From an optimization exercise on the open Yosys and OpenROAD flow, aimed at small area; shortcuts taken in it are not production practice.
RTL that was checked went through simulation tests only; none was proved equivalent to the original.
No driver is modelled on the clock port, so clocking that relies on it looks cheaper here than on a real chip.
Power and IR drop assume default switching activity.

job 2946:
## radar_display_top
module radar_display_top (
	input logic clock,
	input logic arst_n,
	input logic signed [11:0] target_x,
	input logic signed [11:0] target_y,
	input logic target_load,
	output logic [23:0] pixel,
	output logic hsync,
	output logic vsync,
	output logic de
);
Size in the first run: roughly 430 cells after synthesis, roughly 54 I/O pins, roughly 4600 um2 of cells after synthesis.
==> flow/config.mk <==
export PLATFORM = sky130hd
export DESIGN_NAME = radar_display_top
export DESIGN_NICKNAME = radar_display_top
export VERILOG_FILES = /design/flow/design.v
export SDC_FILE = /design/flow/constraint.sdc
export NUM_CORES = 4
export LEC_CHECK = 0
export CAP_MARGIN = 20
export CORE_MARGIN = 2
export CORE_UTILIZATION = 65
export CTS_BUF_LIST = sky130_fd_sc_hd__clkbuf_4
export GPL_TIMING_DRIVEN = 0
export PLACE_DENSITY = 0.75
export SLEW_MARGIN = 20
==> flow/constraint.sdc <==
create_clock -name core_clock -period 8.0 [get_ports {clock}]
set_input_delay 1.6000 -clock core_clock [delete_from_list [all_inputs] [get_ports {clock}]]
set_output_delay 1.6000 -clock core_clock [all_outputs]
set_load 0.01 [all_outputs]
standard.sh (not shown) runs the stock make flow with config.mk's settings and CLKGATE_MAP_FILE= SYNTH_SCRIPT=/design/flow/synth_recipe.tcl, a recipe that flattens the netlist after the stock synthesis.
==> flow/flow/run.sh <==
#!/bin/bash
set -euo pipefail
HERE=$(pwd)
R=$HERE/orfs/results/$FLOW_PLATFORM/radar_display_top/base
LIB=$FLOW_HOME/platforms/sky130hd/lib/sky130_fd_sc_hd__tt_025C_1v80.lib
YOSYS=$FLOW_HOME/../tools/install/yosys/bin/yosys
bash standard.sh synth > synth.log 2>&1
mkdir -p reopt
cp $R/1_2_yosys.v reopt/standard.v
python3 flow/fapol.py reopt/standard.v reopt/fapol.v > reopt/fapol.log 2>&1
python3 flow/mkmap.py $LIB reopt/fapol.v reopt/comb_map.v > reopt/mkmap.log 2>&1
cat > reopt/reopt.ys <<EOY
read_liberty -lib $LIB
read_verilog reopt/fapol.v
hierarchy -top $FLOW_TOP
techmap -map reopt/comb_map.v
techmap
opt -fast -purge
extract_fa -fa
techmap -map $FLOW_HOME/platforms/sky130hd/cells_adders_hd.v
techmap
opt -fast -purge
abc -liberty $LIB $(cat flow/dontuse.txt) -D $(python3 -c "print(int(float('$FLOW_PERIOD_NS')*1000))")
opt_clean -purge
splitnets
opt_clean -purge
hilomap -singleton -hicell sky130_fd_sc_hd__conb_1 HI -locell sky130_fd_sc_hd__conb_1 LO
insbuf -buf sky130_fd_sc_hd__buf_4 A X
check -assert
stat -liberty $LIB
write_verilog -noattr -nohex -nodec reopt/reopt.v
EOY
$YOSYS -s reopt/reopt.ys > reopt/yosys.log 2>&1
cp reopt/reopt.v $R/1_2_yosys.v
bash standard.sh synth > synth_odb.log 2>&1
export BUFFER_PORTS_ARGS="-buffer_cell sky130_fd_sc_hd__buf_1"
export SKIP_REPAIR_TIE_FANOUT=1
export POST_CTS_TCL=$HERE/flow/post_cts.tcl
export CTS_ARGS="-sink_clustering_enable -repair_clock_nets -dont_use_dummy_load -buf_list sky130_fd_sc_hd__clkbuf_4"
bash standard.sh finish > layout.log 2>&1
Other scripts of this flow, unchanged in this note and not shown: flow/flow/dontuse.txt, flow/flow/fapol.py, flow/flow/mkmap.py, flow/flow/post_cts.tcl
> inputs changed (job 2946 -> job 9044)
Settings: GPL_TIMING_DRIVEN removed (was 0).
-- flow/flow/run.sh --
<<< job 2946, line 23
abc -liberty $LIB $(cat flow/dontuse.txt) -D $(python3 -c "print(int(float('$FLOW_PERIOD_NS')*1000))")
>>> job 9044, line 23
abc -liberty $LIB $(cat flow/dontuse.txt) -script $HERE/flow/area.abc
==> flow/flow/area.abc (new file) <==
strash; dc2; dc2; dch -f; amap; topo; stime -c
[summary]
~same worst slack at placement in job 2946 and job 9044. Job 9044 vs job 2946 — final total power climbed by a few percent. Diff job 2946 -> job 9044 | cell area after layout | decrease of 1.7%. Vertical die dimension, job 9044 vs job 2946: down slightly. | number of vias per cell | job 9044 vs job 2946 | about 2.4% higher |. Of job 2946 and job 9044, job 9044 shows the lower maximum clock frequency, with job 2946 above it. Internal portion of total power for job 9044 is higher than for job 2946. Core utilization: job 9044 lower than job 2946.
What job 9922 does differently from job 9044 at the input level:
Settings: swapping 20 for 0 in SLEW_MARGIN; swapping 20 for 0 in CAP_MARGIN; swapping 0.75 for 0.85 in PLACE_DENSITY; swapping 65 for 75 in CORE_UTILIZATION.
-- flow/flow/run.sh --
<<< job 9044, line 23
abc -liberty $LIB $(cat flow/dontuse.txt) -script $HERE/flow/area.abc
>>> job 9922, line 23
abc -liberty $LIB $(cat flow/dontuse.txt) -D $(python3 -c "print(int(float('$FLOW_PERIOD_NS')*1000))")
<<< job 9044, line 39
export CTS_ARGS="-sink_clustering_enable -repair_clock_nets -dont_use_dummy_load -buf_list sky130_fd_sc_hd__clkbuf_4"
>>> job 9922, line 39
export CTS_ARGS="-sink_clustering_enable -repair_clock_nets -dont_use_dummy_load -sink_clustering_size 70 -sink_clustering_max_diameter 300 -sink_clustering_levels 1 -buf_list sky130_fd_sc_hd__clkbuf_8"
removed: flow/flow/area.abc
Findings:
First-pass GRT wire length (lower): job 9922
Job 9922 vs job 9044: detail-routed net length per standard cell up
Of the two values seen for start point of the critical path, x[0] was produced by job 9922 and x[8] by job 9044.
Job 9922 vs job 9044: synthesized cell count down by a little under 10%
In the flow results for job 9044 and job 9922, the relative area change from synthesis to final layout is larger on job 9044.
pixel[22] as the worst setup path endpoint was reported by job 9044, and r_hi[13] by job 9922.
On job 9922: critical path depth is 1 higher than what job 9044 gave.
Routed wire length (lower): job 9922
Of job 9044 and job 9922, job 9044 shows the lower maximum single-stage delay on the critical path, with job 9922 above it.

---

Setup of onyx:
Another version of the RTL of radar_display_top (not shown whole).
Size in the first run: roughly 420 cells after synthesis, about 54 I/O pins.
clock: 8.0 ns
lec_check: 0
cap_margin: 0
core_margin: 2
core_utilization: 80
cts_buf_list: sky130_fd_sc_hd__clkbuf_4
place_density: 0.9
slew_margin: 0
==> flow/flow/run.sh <==
#!/bin/bash
set -euo pipefail
HERE=$(pwd)
R=$HERE/orfs/results/$FLOW_PLATFORM/radar_display_top/base
LIB=$FLOW_HOME/platforms/sky130hd/lib/sky130_fd_sc_hd__tt_025C_1v80.lib
YOSYS=$FLOW_HOME/../tools/install/yosys/bin/yosys
bash standard.sh synth > synth.log 2>&1
mkdir -p reopt
cp $R/1_2_yosys.v reopt/standard.v
python3 flow/fapol.py reopt/standard.v reopt/fapol.v > reopt/fapol.log 2>&1
python3 flow/mkmap.py $LIB reopt/fapol.v reopt/comb_map.v > reopt/mkmap.log 2>&1
cat > reopt/reopt.ys <<EOY
read_liberty -lib $LIB
read_verilog reopt/fapol.v
hierarchy -top $FLOW_TOP
techmap -map reopt/comb_map.v
techmap
opt -fast -purge
extract_fa -fa
techmap -map $FLOW_HOME/platforms/sky130hd/cells_adders_hd.v
techmap
opt -fast -purge
abc -liberty $LIB $(cat flow/dontuse.txt) -D $(python3 -c "print(int(float('$FLOW_PERIOD_NS')*1000))")
opt_clean -purge
splitnets
opt_clean -purge
hilomap -singleton -hicell sky130_fd_sc_hd__conb_1 HI -locell sky130_fd_sc_hd__conb_1 LO
insbuf -buf sky130_fd_sc_hd__buf_4 A X
check -assert
stat -liberty $LIB
write_verilog -noattr -nohex -nodec reopt/reopt.v
EOY
$YOSYS -s reopt/reopt.ys > reopt/yosys.log 2>&1
cp reopt/reopt.v $R/1_2_yosys.v
bash standard.sh synth > synth_odb.log 2>&1
export BUFFER_PORTS_ARGS="-buffer_cell sky130_fd_sc_hd__buf_1"
export SKIP_REPAIR_TIE_FANOUT=1
export POST_CTS_TCL=$HERE/flow/post_cts.tcl
export CTS_ARGS="-sink_clustering_enable -repair_clock_nets -dont_use_dummy_load -buf_list sky130_fd_sc_hd__clkbuf_4"
bash standard.sh finish > layout.log 2>&1
Other scripts of this flow, unchanged in this note and not shown: flow/flow/dontuse.txt, flow/flow/fapol.py, flow/flow/mkmap.py, flow/flow/post_cts.tcl
onyx reached the final stage; the timing, design-rule and antenna checks on its layout passed.
#### Input delta (violet over onyx)
- swapping 0.9 for 0.75 in PLACE_DENSITY
- swapping 0 for 20 in SLEW_MARGIN
- swapping 0 for 20 in CAP_MARGIN
- swapping 80 for 65 in CORE_UTILIZATION
Findings:
- violet finished every stage and its layout cleared the timing, design-rule and antenna checks.
- On placed instance count, the higher figure sits with violet, not onyx.
- Of violet and onyx, the higher number of well taps belongs to violet.
- In the tables for violet and onyx, wire length of the first global-routing pass reads higher with onyx.
- violet against onyx; leakage component of the power is down slightly.
Here is what was changed in the inputs of garnet compared with violet.
- CORE_UTILIZATION: 65 -> 75
- CAP_MARGIN: 20 -> 0
- SLEW_MARGIN: 20 -> 0
- PLACE_DENSITY: 0.75 -> 0.85
--- a/flow/flow/run.sh
+++ b/flow/flow/run.sh
@@ -35,2 +35,3 @@
 bash standard.sh synth > synth_odb.log 2>&1
+export DONT_USE_CELLS="sky130_fd_sc_hd__buf_4 sky130_fd_sc_hd__buf_6 sky130_fd_sc_hd__buf_8 sky130_fd_sc_hd__buf_12 sky130_fd_sc_hd__buf_16"
 export BUFFER_PORTS_ARGS="-buffer_cell sky130_fd_sc_hd__buf_1"
- Diff violet -> garnet | final standard cell area without fillers | down slightly
- On critical path data required time, violet tracks garnet almost exactly.
- In garnet the worst clock skew turned out 4.0 ps lower than in violet.
- The final reports for garnet and violet show met3 capacity usage during global routing higher in the former.
- | power | higher: violet |
- Between violet and garnet, the met2 layer usage reported by global route is higher for garnet.
- Fraction of power spent switching nets delta (garnet -> violet): insignificant
- Taking violet as the reference point, the via count of garnet rises by 3.4%.
- Comparing violet and garnet, non-clock buffer contribution to total cell area is higher on garnet.
[inputs] nickel vs garnet
- putting GPL_ROUTABILITY_DRIVEN at 0 where nothing was set
--- a/flow/flow/run.sh
+++ b/flow/flow/run.sh
@@ -35,3 +35,2 @@
 bash standard.sh synth > synth_odb.log 2>&1
-export DONT_USE_CELLS="sky130_fd_sc_hd__buf_4 sky130_fd_sc_hd__buf_6 sky130_fd_sc_hd__buf_8 sky130_fd_sc_hd__buf_12 sky130_fd_sc_hd__buf_16"
 export BUFFER_PORTS_ARGS="-buffer_cell sky130_fd_sc_hd__buf_1"
[summary]
Between garnet and nickel, the flow reports average routed wire per standard cell increasing by a few percent. Delta (nickel minus garnet): critical path data arrival time shrank by 1920 ps, sum of internal, switching and leakage power now sits higher. Total area of multi-input combinational cells came out higher on nickel than on garnet. Between nickel and garnet, it is nickel whose fraction of final layout cells with drive strength greater than 1 is higher, by 1.5 points. Depth of the critical timing path with buffers and inverters included ends up lower on nickel. In the tables for nickel and garnet, critical path data required time reads higher with garnet. nickel vs garnet: largest vdd supply drop down. Of the two candidates, garnet has the worse detailed placement HPWL and nickel the better one. The utilization in nickel was higher than what garnet gave.
## Diff of input files: fjord against nickel
- GPL_ROUTABILITY_DRIVEN: 0 -> unset
[summary]
- nickel -> fjord: count of flip-flops and latches delta 0, exact match
- nickel → fjord: number of optimization iterations in the first detailed-route pass now sits lower; wire length of the first global-routing pass now sits lower.
- Footprint of the multi-input gates of fjord falls short of that of nickel slightly.
- Row transition time at the pin with the least slew margin: fjord lower / nickel higher
- NOTE number of global-route vias before repair nickel->fjord decreased slightly
- When the final numbers for fjord and nickel were put side by side, the shortest clock period the worst path allows after layout turned out to be smaller in nickel.

---

The RTL this note starts from:
==> flow/design.v <==
`timescale 1ns/1ns
`default_nettype none
module radar_display_top (
	input logic clock,
	input logic arst_n,
	input logic signed [11:0] target_x,
	input logic signed [11:0] target_y,
	input logic target_load,
	output logic [23:0] pixel,
	output logic hsync,
	output logic vsync,
	output logic de
);
	function automatic logic [15:0] rca(input logic [15:0] a, input logic [15:0] b, input logic cin);
		logic c;
		c = cin;
		for (int i = 0; i < 16; i++) begin
			rca[i] = a[i] ^ b[i] ^ c;
			c = (a[i] & b[i]) | (c & (a[i] ^ b[i]));
		end
	endfunction
	function automatic logic ge(input logic [15:0] v, input logic [15:0] k);
		logic r;
		r = 1'b1;
		for (int i = 0; i < 16; i++)
			r = k[i] ? (v[i] & r) : (v[i] | r);
		ge = r;
	endfunction
	function automatic logic in_range(input logic [15:0] v, input logic [15:0] lo, input logic [15:0] hi);
		in_range = ge(v, lo) && ge(hi, v);
	endfunction
	logic [8:0] x;
	logic [7:0] w;
	logic first;
	logic [15:0] r_sq;
	wire x_end = (x == 9'd175);
	wire w_end = (w == 8'd168);
	wire at_origin = (x == 9'h160) && (w == 8'd177);
	always_ff @(posedge clock or negedge arst_n) begin
		if (!arst_n) begin
			x <= 9'd171;
			w <= 8'd168;
			first <= 1'b1;
		end else begin
			x <= x_end ? 9'h160 : 9'(rca(16'(x), 16'd0, 1'b1));
			if (x_end)
				w <= w_end ? 8'd177 : 8'(rca(16'(w), 16'd0, 1'b1));
			if (at_origin)
				first <= 1'b0;
		end
	end
	wire x_blank = !x[8] && ge(16'(x[7:0]), 16'd160);
	wire x_last = (x == 9'd159);
	logic [9:0] r_step;
	wire w_neg = w[7] && (w[6] || w[5]);
	always_comb begin
		if (x_blank)
			r_step = '0;
		else if (x_last)
			r_step = {w_neg, w, 1'b0};  
		else
			r_step = {x, 1'b1};
	end
	always_ff @(posedge clock) begin
		if (x_end && w_end)
			r_sq <= 16'd17441;  
		else
			r_sq <= rca(r_sq, {{6{r_step[9]}}, r_step}, 1'b0);
	end
	wire s = x[8];
	wire [6:0] b = x[6:0] ^ {7{s}};
	wire [15:0] m15s = rca(16'(b[6:4]), 16'(b), s);
	wire [7:0] s15 = 8'(rca(16'(m15s[7:2]), 16'(w), s));
	wire [7:0] s45 = 8'(rca(16'(b), 16'(w), s));
	wire [15:0] m75 = rca({6'd0, b[5:0], 4'd0}, {10'd0, ~b[5:0]}, 1'b0);
	wire [9:0] g75 = 10'(rca(16'(m75[9:0]), {6'd0, w, 2'd0}, 1'b0));
	wire near75 = !b[6] && (s ? in_range(16'(g75), 16'd673, 16'd700) : in_range(16'(g75), 16'd691, 16'd718));
	wire line = in_range(16'(s15), 16'd159, 16'd161) ||
		in_range(16'(s45), 16'd159, 16'd161) ||
		near75;
	wire ring_guard = in_range(16'(w), 16'd97, 16'd168);
	wire ring = (in_range(r_sq, 16'd1216, 16'd1344) && ring_guard) ||
		in_range(r_sq, 16'd4224, 16'd4480) ||
		in_range(r_sq, 16'd9344, 16'd9600) ||
		in_range(r_sq, 16'd16512, 16'd16768) ||
		in_range(r_sq, 16'd25600, 16'd26112) ||
		in_range(r_sq, 16'd36864, 16'd37376) ||
		in_range(r_sq, 16'd50176, 16'd50688);
	wire x_in = s ? ge(16'(x[7:0]), 16'd125) : ge(16'd131, 16'(x[7:0]));
	wire y_in = ge(16'(w), 16'd181) || ge(16'd163, 16'(w));
	wire on_border = (s ? ge(16'd128, 16'(x[7:0])) : x[7]) ||
		in_range(16'(w), 16'd177, 16'd184) || in_range(16'(w), 16'd160, 16'd168);
	wire grid_on = x_in && y_in && (on_border || ring || line);
	wire tx_ok = (target_x[11:8] == {4{target_x[8]}});
	wire ty_ok = (target_y[11:8] == 4'h0) ? (target_y[7:2] != 6'h3f) :
		(target_y[11:8] == 4'hf) && (target_y[7:4] == 4'hf) && (target_y[3:2] != 2'b00);
	logic [8:0] pend_x;
	logic [7:0] pend_y;
	logic pend_ok;
	logic [8:0] act_x;
	logic [7:0] act_y;
	logic act_ok;
	wire swap = (x == 9'd171) && w_end;
	always_ff @(posedge clock) begin
		if (target_load) begin
			pend_x <= target_x[8:0];
			pend_y <= target_y[7:0];
		end
		if (swap) begin
			act_x <= pend_x;
			act_y <= pend_y;
		end
	end
	always_ff @(posedge clock or negedge arst_n) begin
		if (!arst_n) begin
			pend_ok <= 1'b0;
			act_ok <= 1'b0;
		end else begin
			if (target_load)
				pend_ok <= tx_ok && ty_ok;
			if (swap)
				act_ok <= pend_ok;
		end
	end
	wire [8:0] dx = 9'(rca(16'(x), 16'(~act_x), 1'b1));
	wire [7:0] sy = 8'(rca(16'(w), 16'(act_y), 1'b0));
	wire hit_x = (dx[8:3] == 6'd0 && dx[2:0] <= 3'd4) || (dx[8:2] == 7'h7f);
	wire hit_y = in_range(16'(sy), 16'd156, 16'd164);
	wire hit = act_ok && hit_x && hit_y;
	wire de_i = !first && (s || !ge(16'(x[7:0]), 16'd160)) && (ge(16'(w), 16'd177) || ge(16'd160, 16'(w)));
	assign de = de_i;
	assign hsync = !first && !s && in_range(16'(x[7:0]), 16'd164, 16'd171);
	assign vsync = (w == 8'd163) || (w == 8'd164);
	wire red = de_i && !hit && grid_on;
	wire green = de_i && hit;
	assign pixel = {{8{red}}, {8{green}}, 8'd0};
endmodule
`default_nettype wire
Settings: LEC_CHECK=0, CAP_MARGIN=20, CORE_MARGIN=2, CORE_UTILIZATION=40, CTS_BUF_LIST=sky130_fd_sc_hd__clkbuf_8, CTS_CLUSTER_DIAMETER=100, CTS_CLUSTER_SIZE=30, SLEW_MARGIN=20; clock period 8.0 ns.
==> flow/flow/run.sh <==
#!/bin/bash
# Standard synthesis, then the standard layout with port buffers of the
# smallest buffer cell instead of the resizer's default choice.
set -euo pipefail
bash standard.sh synth > synth.log 2>&1
export BUFFER_PORTS_ARGS="-buffer_cell sky130_fd_sc_hd__buf_1"
bash standard.sh finish > layout.log 2>&1
Change:
==> flow/flow/run.sh (replaced) <==
#!/bin/bash
# Standard synthesis, then the standard layout with two changes: port
# buffers of the smallest buffer cell, and clock tree synthesis without
# dummy load cells.
set -euo pipefail
bash standard.sh synth > synth.log 2>&1
export BUFFER_PORTS_ARGS="-buffer_cell sky130_fd_sc_hd__buf_1"
export CTS_ARGS="-sink_clustering_enable -repair_clock_nets -dont_use_dummy_load -sink_clustering_size 8 -buf_list sky130_fd_sc_hd__clkbuf_4"
bash standard.sh finish > layout.log 2>&1
--- a/flow/config.mk
+++ b/flow/config.mk
@@ -10,5 +10,4 @@
 export CORE_UTILIZATION = 40
-export CTS_BUF_LIST = sky130_fd_sc_hd__clkbuf_8
-export CTS_CLUSTER_DIAMETER = 100
-export CTS_CLUSTER_SIZE = 30
+export CTS_BUF_LIST = sky130_fd_sc_hd__clkbuf_4
+export CTS_CLUSTER_SIZE = 8
 export SLEW_MARGIN = 20
What happened: The new run passed the timing, design-rule and antenna checks. Clock power decreases by 47%. Core utilization shrinks by 1.0 points. Sequential cell count does not change. Total power falls by 20%.
Change:
==> flow/flow/run.sh (replaced) <==
#!/bin/bash
# Standard synthesis, then the standard layout with port buffers of the
# smallest buffer cell instead of the resizer's default choice.
set -euo pipefail
bash standard.sh synth > synth.log 2>&1
export BUFFER_PORTS_ARGS="-buffer_cell sky130_fd_sc_hd__buf_1"
bash standard.sh finish > layout.log 2>&1
What happened:
- The changed run finished clean
- utilization came out higher by 0.79 points
- routed wire length climbs by 0.32%
- worst hold slack gets better by 0.020 ns
- cell count went up by 1.1%
- count of clock-buffer cells in the layout increases by 3
- setup slack is better by 0.021 ns
- clock skew shrinks by 0.017 ns
Function was not checked in any run of this note: the RTL went through the layout flow alone.

-- separate check: timing with driven ports --
In the flow no input, the clock included, has a driving cell. The finished layouts below were timed again as built, in two steps. Step 1 sets driving cells, clkbuf_16 on the clock port and buf_2 on the other inputs (assumed; they add their load-dependent delay and slew). Step 2 also shifts input and output timing later by t, the mid clock arrival at the registers, as if the neighbouring blocks saw the same clock. Three values: ideal ports, drivers, drivers and shift; two values: the first two.
| run | t, ns | setup slack, ns | clock arrival spread, ns |
|---|---|---|---|
| job 2946 | 0.421 | 0.417 / 0.417 / 0.417 | 0.042 / 0.042 |
| job 9044 | 0.428 | 0.354 / 0.326 / 0.499 | 0.017 / 0.016 |
| job 9922 | 0.368 | 0.336 / 0.336 / 0.336 | 0.028 / 0.029 |
| onyx | 0.453 | 0.430 / 0.428 / 0.430 | 0.033 / 0.034 |
| violet | 0.432 | 0.441 / 0.441 / 0.441 | 0.036 / 0.035 |
| garnet | 0.436 | 0.371 / 0.371 / 0.371 | 0.031 / 0.031 |
| nickel | 0.434 | 0.385 / 0.359 / 0.406 | 0.027 / 0.027 |
| fjord | 0.436 | 0.371 / 0.371 / 0.371 | 0.031 / 0.031 |
| the first run of note 3 | 0.370 | 0.367 / 0.367 / 0.367 | 0.010 / 0.011 |
| the second run of note 3 | 0.428 | 0.391 / 0.391 / 0.391 | 0.033 / 0.033 |
| the third run of note 3 | 0.433 | 0.411 / 0.411 / 0.411 | 0.016 / 0.016 |
After both steps setup and hold are still met in every run listed.
